Background: an optimization exercise with open tools, aiming at small area, a short achievable clock period and few clock cycles per item. Do not read the settings as production practice. In this exercise RTL edits were held to simulation tests only and were not proved equivalent to the original. Power figures rest on the tool's default switching activity, not on a simulated workload.

--- design/flow/run.sh ---
#!/bin/bash
# synth_recipe.tcl (not shown) runs the flow's synth.tcl, then flattens the netlist and writes it again
# the make line also repeats each setting of config.mk as NAME=value (left out here)
make -C /OpenROAD-flow-scripts/flow DESIGN_CONFIG=/design/flow/config.mk WORK_HOME=/design/flow/orfs CLKGATE_MAP_FILE= SYNTH_SCRIPT=/design/flow/synth_recipe.tcl finish
--- design/flow/config.mk ---
export PLATFORM = sky130hd
export DESIGN_NAME = windowed_multiset_aggregator_core
export DESIGN_NICKNAME = windowed_multiset_aggregator_core
export VERILOG_FILES = /design/flow/design.v
export SDC_FILE = /design/flow/constraint.sdc
export NUM_CORES = 4
export LEC_CHECK = 0
export CAP_MARGIN = 20
export CORE_MARGIN = 2
export CORE_UTILIZATION = 40
export CTS_BUF_LIST = sky130_fd_sc_hd__clkbuf_8
export SETUP_SLACK_MARGIN = 4.0
export SLEW_MARGIN = 20
--- design/flow/constraint.sdc ---
create_clock -name core_clock -period 8.0 [get_ports {i_clk}]
set_input_delay 1.6000 -clock core_clock [delete_from_list [all_inputs] [get_ports {i_clk}]]
set_output_delay 1.6000 -clock core_clock [all_outputs]
set_load 0.01 [all_outputs]
--- design/flow/design.v ---
package wma_pkg;
    localparam int KEY_BITS   = 8;
    localparam int TABLE_SIZE = 1 << KEY_BITS;
    localparam int SUM_W      = 24;
    localparam int TCNT_W     = 16;
    localparam int DSUM_W     = 15;
    localparam int DCNT_W     = 9;
    localparam int MEAN_W     = 16;
    localparam int LOW_W    = 12;
    localparam int LOW_MAX  = (1 << LOW_W) - 1;             
    localparam int HI_W     = 5;                            
    localparam int N_BIG    = 15;
    localparam logic REQ_INSERT  = 1'b0;
    localparam logic REQ_RETRACT = 1'b1;
    localparam int DIV_NIT   = 4;
endpackage
import wma_pkg::*;
module wma_ctrl #(
    parameter int NIT = 4
) (
    input  logic           i_clk,
    input  logic           i_rst_n,
    input  logic           i_start,
    output logic           o_busy,
    output logic           o_accept,    
    output logic [NIT-1:0] o_phase,     
    output logic           o_valid
);
    logic [NIT-1:0] r_ph;
    assign o_accept = i_start && !o_busy;
    assign o_busy   = |r_ph;
    assign o_phase  = r_ph;
    always_ff @(posedge i_clk) begin
        if (!i_rst_n) begin
            r_ph    <= '0;
            o_valid <= 1'b0;
        end else begin
            r_ph    <= NIT'({r_ph, o_accept});
            o_valid <= r_ph[NIT-1];
        end
    end
endmodule
import wma_pkg::*;
module wma_div16_step #(
    parameter int W = 16
) (
    input  logic [W-1:0]          i_r,
    input  logic [3:0]            i_b,      
    input  logic [7:0][W+3:0]     i_m,      
    output logic [W-1:0]          o_r,
    output logic [3:0]            o_q
);
    logic [W+3:0] t;
    logic [W+3:0] m [16];
    logic [W+4:0] s [16];
    assign t = {i_r, i_b};
    always_comb begin
        m[0] = '0;
        for (int j = 1; j < 16; j++) begin
            if (j % 8 == 0)      m[j] = i_m[0] << 3;
            else if (j % 4 == 0) m[j] = i_m[j / 8] << 2;
            else if (j % 2 == 0) m[j] = i_m[j / 4] << 1;
            else                 m[j] = i_m[j / 2];
        end
        for (int j = 0; j < 16; j++) s[j] = {1'b0, t} - {1'b0, m[j]};
        o_q = 4'd0;
        o_r = t[W-1:0];
        for (int j = 1; j < 16; j++) begin
            if (!s[j][W+4]) begin
                o_q = 4'(j);
                o_r = s[j][W-1:0];
            end
        end
    end
endmodule
module wma_odd_mult #(
    parameter int W = 16
) (
    input  logic [W-1:0]      i_c,
    input  logic              i_dec,
    output logic [7:0][W+3:0] o_m
);
    logic [W+3:0] c1, c2, c4, c8;
    logic [W+3:0] mc [8];
    logic [W+3:0] mp [8];
    logic [W+3:0] mm [8];
    always_comb begin
        c1 = (W+4)'(i_c);
        c2 = c1 << 1;
        c4 = c1 << 2;
        c8 = c1 << 3;
        mc[0] = c1;
        mc[1] = c2 + c1;
        mc[2] = c4 + c1;
        mc[3] = c8 - c1;
        mc[4] = c8 + c1;
        mc[5] = c8 + c2 + c1;
        mc[6] = c8 + c4 + c1;
        mc[7] = (c1 << 4) - c1;
        for (int j = 0; j < 8; j++) begin
            mp[j] = mc[j] + (W+4)'(2*j+1);
            mm[j] = mc[j] - (W+4)'(2*j+1);
            o_m[j] = (mm[j] & {(W+4){i_dec}}) | (mp[j] & {(W+4){!i_dec}});
        end
    end
endmodule
module wma_addk #(
    parameter int SW = 24
) (
    input  logic [SW-1:0] i_s,
    input  logic [7:0]    i_k,
    input  logic          i_dec,
    output logic [SW-1:0] o_s,
    output logic          o_ovf
);
    logic [8:0]    lo;
    logic [SW-9:0] hi, hi_p, hi_m;
    assign hi   = i_s[SW-1:8];
    assign hi_p = hi + 1'b1;
    assign hi_m = hi - 1'b1;
    assign lo   = {1'b0, i_s[7:0]} + {1'b0, i_k ^ {8{i_dec}}} + 9'(i_dec);
    logic s_p, s_0, s_m;
    always_comb begin
        s_p = !i_dec && lo[8];
        s_m = i_dec && !lo[8];
        s_0 = !(s_p || s_m);
        o_s = {(hi_p & {(SW-8){s_p}}) | (hi_m & {(SW-8){s_m}}) | (hi & {(SW-8){s_0}}), lo[7:0]};
        o_ovf = !i_dec && lo[8] && (hi == '1);
    end
endmodule
module wma_ext_tree #(
    parameter int NL = 4,      
    parameter int IW = 0       
) (
    input  logic [(1<<NL)-1:0]        i_a,
    input  logic [(1<<NL)-1:0]        i_b,
    input  logic [(1<<NL)-1:0][7:0]   i_l1, i_l2, i_h1, i_h2,
    output logic                      o_a, o_b,
    output logic [7:0]                o_l1, o_l2, o_h1, o_h2
);
    localparam int N = 1 << NL;
    logic [N-1:0] a [NL+1];
    logic [N-1:0] b [NL+1];
    logic [7:0]   l1 [NL+1][N];
    logic [7:0]   l2 [NL+1][N];
    logic [7:0]   h1 [NL+1][N];
    logic [7:0]   h2 [NL+1][N];
    always_comb begin
        a[0] = i_a;
        b[0] = i_b;
        for (int n = 0; n < N; n++) begin
            l1[0][n] = i_l1[n]; l2[0][n] = i_l2[n]; h1[0][n] = i_h1[n]; h2[0][n] = i_h2[n];
        end
        for (int l = 1; l <= NL; l++) begin
            a[l] = '0;
            b[l] = '0;
            for (int n = 0; n < N; n++) begin
                l1[l][n] = '0; l2[l][n] = '0; h1[l][n] = '0; h2[l][n] = '0;
            end
            for (int n = 0; n < (N >> l); n++) begin
                a[l][n] = a[l-1][2*n] | a[l-1][2*n+1];
                b[l][n] = b[l-1][2*n] | b[l-1][2*n+1] | (a[l-1][2*n] & a[l-1][2*n+1]);
                if (a[l-1][2*n]) l1[l][n] = l1[l-1][2*n];
                else begin l1[l][n] = l1[l-1][2*n+1]; l1[l][n][IW+l-1] = 1'b1; end
                if (b[l-1][2*n]) l2[l][n] = l2[l-1][2*n];
                else if (a[l-1][2*n]) begin l2[l][n] = l1[l-1][2*n+1]; l2[l][n][IW+l-1] = 1'b1; end
                else begin l2[l][n] = l2[l-1][2*n+1]; l2[l][n][IW+l-1] = 1'b1; end
                if (a[l-1][2*n+1]) begin h1[l][n] = h1[l-1][2*n+1]; h1[l][n][IW+l-1] = 1'b1; end
                else h1[l][n] = h1[l-1][2*n];
                if (b[l-1][2*n+1]) begin h2[l][n] = h2[l-1][2*n+1]; h2[l][n][IW+l-1] = 1'b1; end
                else if (a[l-1][2*n+1]) h2[l][n] = h1[l-1][2*n];
                else h2[l][n] = h2[l-1][2*n];
            end
        end
    end
    assign o_a  = a[NL][0];
    assign o_b  = b[NL][0];
    assign o_l1 = l1[NL][0];
    assign o_l2 = l2[NL][0];
    assign o_h1 = h1[NL][0];
    assign o_h2 = h2[NL][0];
endmodule
module wma_div_iter #(
    parameter int W   = 16,    
    parameter int SW  = 24,    
    parameter int NIT = 4
) (
    input  logic              i_clk,
    input  logic              i_load,    
    input  logic              i_run,     
    input  logic [SW-1:0]     i_s,
    input  logic [7:0][W+3:0] i_m,       
    output logic [15:0]       o_q        
);
    localparam int QB = 4 * NIT;
    localparam int NB = SW + 8;
    logic [NB-1:0] n;
    assign n = {i_s, 8'b0};
    logic [W-1:0]      r_r;
    logic [QB-1:0]     r_lo, r_q;
    logic [7:0][W+3:0] m_b;
    logic [W-1:0]      r_n;
    logic [3:0]        digit;
    wma_div16_step #(.W(W)) u_step (
        .i_r(r_r), .i_b(r_lo[QB-1 -: 4]), .i_m(m_b), .o_r(r_n), .o_q(digit)
    );
    always_ff @(posedge i_clk) begin
        if (i_load) begin
            r_r  <= W'(n >> QB);
            r_lo <= n[QB-1:0];
            m_b  <= i_m;
        end else if (i_run) begin
            r_r  <= r_n;
            r_lo <= r_lo << 4;
            r_q  <= QB'({r_q, digit});
        end
    end
    logic [QB+3:0] qn;
    assign qn  = {r_q, digit};
    assign o_q = qn[15:0];
endmodule
module wma_dp (
    input  logic                           i_clk,
    input  logic                           i_rst_n,
    input  logic                           i_accept,
    input  logic [wma_pkg::DIV_NIT-1:0]    i_phase,
    input  logic                           i_req_type,
    input  logic [wma_pkg::KEY_BITS-1:0]   i_key_value,
    output logic                           o_is_empty,
    output logic                           o_bad_request,
    output logic [wma_pkg::SUM_W-1:0]      o_total_sum,
    output logic [wma_pkg::TCNT_W-1:0]     o_total_count,
    output logic [wma_pkg::KEY_BITS-1:0]   o_min_key,
    output logic [wma_pkg::KEY_BITS-1:0]   o_max_key,
    output logic [wma_pkg::DSUM_W-1:0]     o_distinct_total,
    output logic [wma_pkg::DCNT_W-1:0]     o_distinct_count,
    output logic [wma_pkg::MEAN_W-1:0]     o_mean_fixed,
    output logic [wma_pkg::MEAN_W-1:0]     o_distinct_mean_fixed
);
    localparam int NIT = DIV_NIT;
    logic run, first, last;
    assign run   = |i_phase;
    assign first = i_phase[0];
    assign last  = i_phase[NIT-1];
    logic [TABLE_SIZE-1:0][LOW_W-1:0] low;
    logic [N_BIG-1:0][KEY_BITS-1:0]   big_tag;
    logic [N_BIG-1:0][HI_W-1:0]       big_hi;     
    logic [SUM_W-1:0]    r_sum;
    logic [TCNT_W-1:0]   r_cnt;
    logic [DSUM_W-1:0]   r_dsum;
    logic [DCNT_W-1:0]   r_dcnt;
    logic                   dec;
    logic [SUM_W-1:0]       sp_a;
    logic [DSUM_W-1:0]      dsp_a;
    logic                   sovf_a, dovf_a;
    logic [TCNT_W-1:0]      dv_a;
    logic [DCNT_W-1:0]      ddv_a;
    logic [7:0][TCNT_W+3:0] dvm_a;
    logic [7:0][DCNT_W+3:0] ddvm_a;
    assign dec   = (i_req_type == REQ_RETRACT);
    assign dv_a  = dec ? r_cnt - 1'b1 : r_cnt + 1'b1;
    assign ddv_a = dec ? r_dcnt - 1'b1 : r_dcnt + 1'b1;
    wma_addk #(.SW(SUM_W))  u_add_s (.i_s(r_sum),  .i_k(i_key_value), .i_dec(dec), .o_s(sp_a),  .o_ovf(sovf_a));
    wma_addk #(.SW(DSUM_W)) u_add_d (.i_s(r_dsum), .i_k(i_key_value), .i_dec(dec), .o_s(dsp_a), .o_ovf(dovf_a));
    wma_odd_mult #(.W(TCNT_W)) u_m_tot (.i_c(r_cnt),  .i_dec(dec), .o_m(dvm_a));
    wma_odd_mult #(.W(DCNT_W)) u_m_dis (.i_c(r_dcnt), .i_dec(dec), .o_m(ddvm_a));
    logic [KEY_BITS-1:0]   k_r;
    logic                  t_r;
    logic [SUM_W-1:0]      sp_r;
    logic [DSUM_W-1:0]     dsp_r;
    logic                  sovf_r, dovf_r;
    logic [TCNT_W-1:0]     dv_r;
    logic [DCNT_W-1:0]     ddv_r;
    always_ff @(posedge i_clk) begin
        if (i_accept) begin
            k_r    <= i_key_value;
            t_r    <= i_req_type;
            sp_r   <= sp_a;
            dsp_r  <= dsp_a;
            sovf_r <= sovf_a;
            dovf_r <= dovf_a;
            dv_r   <= dv_a;
            ddv_r  <= ddv_a;
        end
    end
    logic [15:0] q_tot, q_dis;
    wma_div_iter #(.W(TCNT_W), .SW(SUM_W), .NIT(NIT)) u_div_tot (
        .i_clk, .i_load(i_accept), .i_run(run), .i_s(sp_a),
        .i_m(dvm_a), .o_q(q_tot)
    );
    wma_div_iter #(.W(DCNT_W), .SW(DSUM_W), .NIT(NIT)) u_div_dis (
        .i_clk, .i_load(i_accept), .i_run(run), .i_s(dsp_a),
        .i_m(ddvm_a), .o_q(q_dis)
    );
    logic [LOW_W-1:0] low_r;
    always_ff @(posedge i_clk) begin
        if (first) low_r <= low[k_r];
    end
    logic [TABLE_SIZE-1:0] pres;
    always_comb begin
        for (int i = 0; i < TABLE_SIZE; i++) pres[i] = (low[i] != '0);
    end
    logic [15:0]      g_a, g_b, gr_a, gr_b;
    logic [15:0][7:0] g_l1, g_l2, g_h1, g_h2, gr_l1, gr_l2, gr_h1, gr_h2;
    logic [15:0][15:0][7:0] lid;            
    always_comb begin
        for (int g = 0; g < 16; g++)
            for (int n = 0; n < 16; n++) lid[g][n] = 8'(g * 16);
    end
    for (genvar g = 0; g < 16; g++) begin : g_grp
        wma_ext_tree #(.NL(4), .IW(0)) u_t (
            .i_a(pres[16*g +: 16]), .i_b('0), .i_l1(lid[g]), .i_l2(lid[g]), .i_h1(lid[g]), .i_h2(lid[g]),
            .o_a(g_a[g]), .o_b(g_b[g]), .o_l1(g_l1[g]), .o_l2(g_l2[g]), .o_h1(g_h1[g]), .o_h2(g_h2[g])
        );
    end
    always_ff @(posedge i_clk) begin
        gr_a  <= g_a;
        gr_b  <= g_b;
        gr_l1 <= g_l1;
        gr_l2 <= g_l2;
        gr_h1 <= g_h1;
        gr_h2 <= g_h2;
    end
    logic                  x_any, x_two;
    logic [KEY_BITS-1:0]   x_lo1, x_lo2, x_hi1, x_hi2;
    wma_ext_tree #(.NL(4), .IW(4)) u_ext (
        .i_a(gr_a), .i_b(gr_b), .i_l1(gr_l1), .i_l2(gr_l2), .i_h1(gr_h1), .i_h2(gr_h2),
        .o_a(x_any), .o_b(x_two), .o_l1(x_lo1), .o_l2(x_lo2), .o_h1(x_hi1), .o_h2(x_hi2)
    );
    logic                xr_any;
    logic [KEY_BITS-1:0] xr_lo1, xr_lo2, xr_hi1, xr_hi2;
    always_ff @(posedge i_clk) begin
        xr_any  <= x_any;
        xr_lo1  <= x_lo1;
        xr_lo2  <= x_lo2;
        xr_hi1  <= x_hi1;
        xr_hi2  <= x_hi2;
    end
    logic second;
    assign second = i_phase[1];
    logic [N_BIG-1:0] hit;                  
    logic [HI_W-1:0]  hi_k;
    always_comb begin
        hi_k = '0;
        for (int e = 0; e < N_BIG; e++) begin
            hit[e] = (big_hi[e] != '0) && (big_tag[e] == k_r);
            hi_k = hi_k | (hit[e] ? big_hi[e] : '0);
        end
    end
    logic zero_a, one_a, full_a, ok_a, fresh_a, gone_a;
    always_comb begin
        zero_a = (low_r == '0);
        one_a  = (low_r == LOW_W'(1)) && (hi_k == '0);
        full_a = (hi_k == HI_W'(16)) && (low_r == LOW_W'(15));    
        if (t_r == REQ_RETRACT) ok_a = !zero_a;
        else ok_a = !full_a && (r_cnt != '1) && !sovf_r && !(zero_a && dovf_r);
        fresh_a = ok_a && (t_r == REQ_INSERT) && zero_a;
        gone_a  = ok_a && (t_r == REQ_RETRACT) && one_a;
    end
    logic [HI_W-1:0] hi_r;
    logic ok_r, fresh_r, gone_r;
    always_ff @(posedge i_clk) begin
        if (second) begin
            hi_r    <= hi_k;
            ok_r    <= ok_a;
            fresh_r <= fresh_a;
            gone_r  <= gone_a;
        end
    end
    logic dchg, n_empty, we, wrap_up, wrap_dn;
    logic [LOW_W-1:0] low_new;
    always_comb begin
        dchg    = fresh_r || gone_r;
        n_empty = ok_r ? (dv_r == '0) : (r_cnt == '0);
        we      = last && ok_r;
        wrap_up = (t_r == REQ_INSERT) && (low_r == LOW_W'(LOW_MAX));
        wrap_dn = (t_r == REQ_RETRACT) && (low_r == LOW_W'(1)) && (hi_r != '0);
        if (t_r == REQ_INSERT) low_new = wrap_up ? LOW_W'(1) : low_r + 1'b1;
        else                   low_new = wrap_dn ? LOW_W'(LOW_MAX) : low_r - 1'b1;
    end
    logic [LOW_W-1:0] wd;
    assign wd = i_rst_n ? low_new : '0;
    for (genvar i = 0; i < TABLE_SIZE; i++) begin : g_row
        logic row_we;
        assign row_we = !i_rst_n || (we && (k_r == KEY_BITS'(i)));
        always_ff @(posedge i_clk) begin
            if (row_we) low[i] <= wd;
        end
    end
    logic [N_BIG-1:0] free, take;
    always_comb begin
        for (int e = 0; e < N_BIG; e++) free[e] = (big_hi[e] == '0);
        take = free & ~(free - 1'b1);
    end
    logic [HI_W-1:0] hi_new;
    assign hi_new = wrap_up ? hi_r + 1'b1 : hi_r - 1'b1;
    for (genvar e = 0; e < N_BIG; e++) begin : g_big
        logic sel;
        assign sel = (hi_r != '0) ? hit[e] : take[e];
        always_ff @(posedge i_clk) begin
            if (!i_rst_n) begin
                big_hi[e] <= '0;
            end else if (we && (wrap_up || wrap_dn) && sel) begin
                big_hi[e]  <= hi_new;
                big_tag[e] <= k_r;
            end
        end
    end
    always_ff @(posedge i_clk) begin
        if (!i_rst_n) begin
            r_sum <= '0; r_cnt <= '0; r_dsum <= '0; r_dcnt <= '0;
        end else if (we) begin
            r_sum <= sp_r;
            r_cnt <= dv_r;
            if (dchg) begin
                r_dsum <= dsp_r;
                r_dcnt <= ddv_r;
            end
        end
    end
    logic [KEY_BITS-1:0] mn, mx;
    always_comb begin
        if (fresh_r) begin
            mn = (xr_any && xr_lo1 < k_r) ? xr_lo1 : k_r;
            mx = (xr_any && xr_hi1 > k_r) ? xr_hi1 : k_r;
        end else if (gone_r) begin
            mn = (xr_lo1 == k_r) ? xr_lo2 : xr_lo1;
            mx = (xr_hi1 == k_r) ? xr_hi2 : xr_hi1;
        end else begin
            mn = xr_lo1;
            mx = xr_hi1;
        end
    end
    assign o_total_sum      = r_sum;
    assign o_total_count    = r_cnt;
    assign o_distinct_total = r_dsum;
    assign o_distinct_count = r_dcnt;
    assign o_is_empty       = (r_cnt == '0);
    always_ff @(posedge i_clk) begin
        if (last) begin
            o_bad_request    <= !ok_r;
            o_min_key        <= n_empty ? '0 : mn;
            o_max_key        <= n_empty ? '0 : mx;
            o_mean_fixed          <= n_empty ? '0 : ok_r ? q_tot : o_mean_fixed;
            o_distinct_mean_fixed <= n_empty ? '0 : dchg ? q_dis : o_distinct_mean_fixed;
        end
    end
endmodule
import wma_pkg::*;
module windowed_multiset_aggregator_core (
    input  logic                           i_clk,
    input  logic                           i_rst_n,
    input  logic                           start,
    output logic                           busy,
    input  logic                           i_req_type,
    input  logic [wma_pkg::KEY_BITS-1:0]   i_key_value,
    output logic                           o_valid,
    output logic                           o_is_empty,
    output logic                           o_bad_request,
    output logic [wma_pkg::SUM_W-1:0]      o_total_sum,
    output logic [wma_pkg::TCNT_W-1:0]     o_total_count,
    output logic [wma_pkg::KEY_BITS-1:0]   o_min_key,
    output logic [wma_pkg::KEY_BITS-1:0]   o_max_key,
    output logic [wma_pkg::DSUM_W-1:0]     o_distinct_total,
    output logic [wma_pkg::DCNT_W-1:0]     o_distinct_count,
    output logic [wma_pkg::MEAN_W-1:0]     o_mean_fixed,
    output logic [wma_pkg::MEAN_W-1:0]     o_distinct_mean_fixed
);
    localparam int NIT   = wma_pkg::DIV_NIT;
    logic           accept;
    logic [NIT-1:0] phase;
    wma_ctrl #(.NIT(NIT)) u_ctrl (
        .i_clk, .i_rst_n, .i_start(start), .o_busy(busy),
        .o_accept(accept), .o_phase(phase), .o_valid
    );
    wma_dp u_dp (
        .i_clk, .i_rst_n, .i_accept(accept), .i_phase(phase),
        .i_req_type, .i_key_value, .o_is_empty, .o_bad_request,
        .o_total_sum, .o_total_count, .o_min_key, .o_max_key,
        .o_distinct_total, .o_distinct_count, .o_mean_fixed,
        .o_distinct_mean_fixed
    );
endmodule
==> run summary <==
routing by layer:
layer	wire length, um	share of wire, %	vias to the layer above	track usage (%)
li1	-	-	66250	-
met1	296000	40	77560	36.30
met2	334300	45	8540	41.44
met3	71550	9.7	1469	5.190
met4	39000	5.3	32	12.86
met5	209	0.028	-	0
logic make-up after synthesis:
group	share of synthesized area (%)
adder cells (fa/ha/maj)	4.810
AO/OA/AOI/OAI	10.46
XOR/XNOR	3.681
multiplexers	11.83
AND/OR/NAND/NOR	10.73
buffers and inverters	2.227
flip-flops	56.26
area by class of cell:
cell class | instances | area (sq um)
diodes | 31 | 77.57
clock buffers | 702 | 9662
repair inverters | 1 | 8.758
inverters | 584 | 2306
flip-flops and latches | 4092 | 118300
fillers | 46670 | 281100
clock inverters | 527 | 4000
repair buffers | 812 | 8592
well taps | 6968 | 8718
multi-input cells | 10980 | 91030
repair_timing:
action | CTS | global route
cloned | 25 | 11
pin swaps | 67 | 110
endpoints found under the setup margin | 3593 | 1221
resized for setup | 733 | 394
buffers inserted | 181 | 96
synth_stat cells (all sizes together), types with 262 or more instances:
master     n
inv      576
nand3    478
xnor2    608
nor3     262
mux4     999
nand2    931
dfxtp    467
clkbuf   482
ha       670
nor2    1165
edfxtp  3625
a21oi   1010
xor2     275
o21ai   1015
nor4     845
power groups by stage:
| stage | Combinational, mW | Sequential, mW | Clock [mW] |
|---|---|---|---|
| final | 19.9 | 26.3 | 18.9 |
| after global routing | 20.8 | 26.4 | 20.1 |
| after CTS | 18.2 | 26.2 | 19.2 |
| after detailed placement | 17.0 | 26.8 | 0 |
| after global placement | 17.0 | 26.8 | 0 |
| after floorplan | 10.4 | 26.6 | 0 |
sequential cells by signal (all words and copies together), names as in the netlist, 24 cells and up:
signal and cells:
u_dp.big_tag 120, u_dp.big_hi 75, u_dp.u_div_dis.m_b 85, u_dp.gr_l2 64, u_dp.u_div_tot.m_b 141, u_dp.low 3072, u_dp.gr_h1 64, u_dp.sp_r 24
u_dp.gr_h2 64, u_dp.r_sum 24, u_dp.gr_l1 64
path summary, 6_finish.rpt:
path	endpoint	from
min reg2reg	u_dp.u_div_tot.r_q[8]	u_dp.u_div_tot.r_q[4]
min	u_dp.u_div_tot.r_q[8]	u_dp.u_div_tot.r_q[4]
max reg2reg	u_dp.u_div_tot.m_b[99]	u_dp.r_cnt[0]
max	o_is_empty	u_dp.r_cnt[14]
critical path, cell delays in order, from the launching register on:
cell and delay, ps:
dfxtp_1 330, inv_1 60, buf_4 320, ha_2 360, nand3_4 180, inv_4 100, buf_6 110
per-stage QoR:
| step | instances | area [sq um] | setup slack [ps] |
|---|---|---|---|
| after floorplan | 16280 | 210400 | 1314 |
| after global placement | 23120 | 221300 | 1549 |
| after detailed placement | 23120 | 221400 | 1662 |
| after CTS | 24550 | 239700 | 3513 |
| after global routing | 24670 | 242700 | 3586 |
| final | 24690 | 242700 | 3658 |
==> impl_metrics.csv <==
group,metric,value,unit
finish,fin_util,46.33,%
synthesis,synth.distinct_cells,103,
finish,drive_above_1_share,19.82,%
pwr,p_int,42.46,mW
synthesis,synth_area_per_cell,12.90,sq um
synthesis,syn-num-nets,17030,
pwr,power_density,268.2,nW/um^2
pwr,clkPwrFrac,29.1,%
critical_path,rrSetupSlack,3680,ps
drt,ant_nets,1,
clocking,insertion_delay,1370,ps
synthesis,synth_area,210100,sq um
finish,final_nets,17900,
pwr,sw_frac_of_total,34.78,%
critical_path,cp-start-kind,"flip-flop",
global_routing,grt_antenna_before_repair,51,
pwr,power,65.11,mW
synthesis,async_flop_share,0,%
sta,maxSlewViolCount,0,
sta,hold_viol,0,
clocking,numCtsBuffers,677,
drt,drt-initial-drc-count,20430,
hold_path,hp-class,"reg2reg",
synthesis,synth.area.top_cells,"edfxtp_1 52%, mux4_2 11%, dfxtp_1 4.5%",
hold_path,hold_depth,0,
floorplan,chipHeight,728.7,um
pwr,p_leak,86.23,nW
sta,skew,148.0,ps
floorplan,fp.dieArea,531000,sq um
sta,max-slew-margin-rel,15.70,%
drt,vias,153900,
synthesis,ys.flop_type,"edfxtp_1",
drt,vias_per_cell,6.231,
flow_run,maxCapViolations,0,
placement,gp_congestion,0.9854,
clocking,cts.sinks,4092,
drt,drc,0,
global_routing,grt_pass1_wl,1044,mm
floorplan,io_pins,128,
outcome,outcome,"failed layout checks",
synthesis,yosysSeqAreaShare,56.26,%
sta,max_freq,230.3,MHz
synthesis,synthCells,16280,
finish,syn_to_final_growth,15.54,%
pwr,pwr-share-comb,30.6,%
critical_path,rr_worst_depth,15,
finish,final_common_cell,"edfxtp_1",
placement,io_buffers,127,
critical_path,crit_fanout,17,
global_routing,grt_pass1_vias,146600,
synthesis,ys_seq_elements,4092,
floorplan,start_util,40.10,%
synthesis,synth_warnings,34,
clocking,cts.clk_slew.worst_paths,60,ps
drt,drt_wl_total,741.1,mm
sta,post-route-min-period,4342,ps
drt,drt_pass1_iterations,7,
critical_path,worst_setup_path_end_kind,"primary output",
floorplan,rows,266,
clocking,root_buffer,"clkbuf_8",
critical_path,crit_arrival,2740,ps
pwr,ir_drop,0.2054,mV
clocking,h-tree-depth,6,
sta,tightest_slew,1251,ps
placement,dp_hpwl,507.6,mm
synthesis,yosys.area.top_type,"edfxtp_1",
global_routing,grt_max_degree,149,
finish,layout_common_cells,"3625 x edfxtp_1, 1120 x nor2_1, 999 x mux4_2",
critical_path,crit_required,6400,ps
clocking,cts_tree,"built",
global_routing,gr-total-overflow,0,
synthesis,yosysTopAreaCellShare,51.81,%
floorplan,core-area,523900,sq um
outcome,so_faults,"antenna violations",
floorplan,die_w,728.7,um
clocking,cts_hold_buf,0,
sta,whs,434.8,ps
sta,finalSetupViolCount,0,
sta,fin_setup_tns,0,ps
drt,wl_per_cell,30.01,um
critical_path,worstSetupPathType,"reg2out",
clocking,clockBufferDepth,4,
pwr,sequentialPowerShare,40.3,%
synthesis,synth_edf_count,3625,
sta,rsz0062_at_grt,"yes",
global_routing,grt_util_all_layers,26.77,%
pwr,switching_power,22.65,mW
sta,period_share,54.27,%
Testbench counts, summed over its fixed seeds: cycles 24,008, items 4,800.

[static timing again, ports no longer ideal]
No port has a modelled driver above. Below, the same layout with a new extraction and two added sets of constraints.
Step 1, drivers: a clkbuf_16 drives i_clk and a buf_2 each remaining input, both assumed.
Step 2, shift: input delay + t, output delay - t, t = (earliest + latest rising clock arrival at the registers) / 2. This alone moves slack from input paths to output paths.
Three values: ideal, step 1, step 2; two values: the first two.
shift t [ns]: 1.408
slack for setup (ns): 3.658 / 3.537 / 2.753
worst setup path at the end: input to register
worst slew at a driven data input, ns: 0.08
For this run, drivers alone change the setup slack by -0.121 ns; drivers and shift together by -0.905 ns.
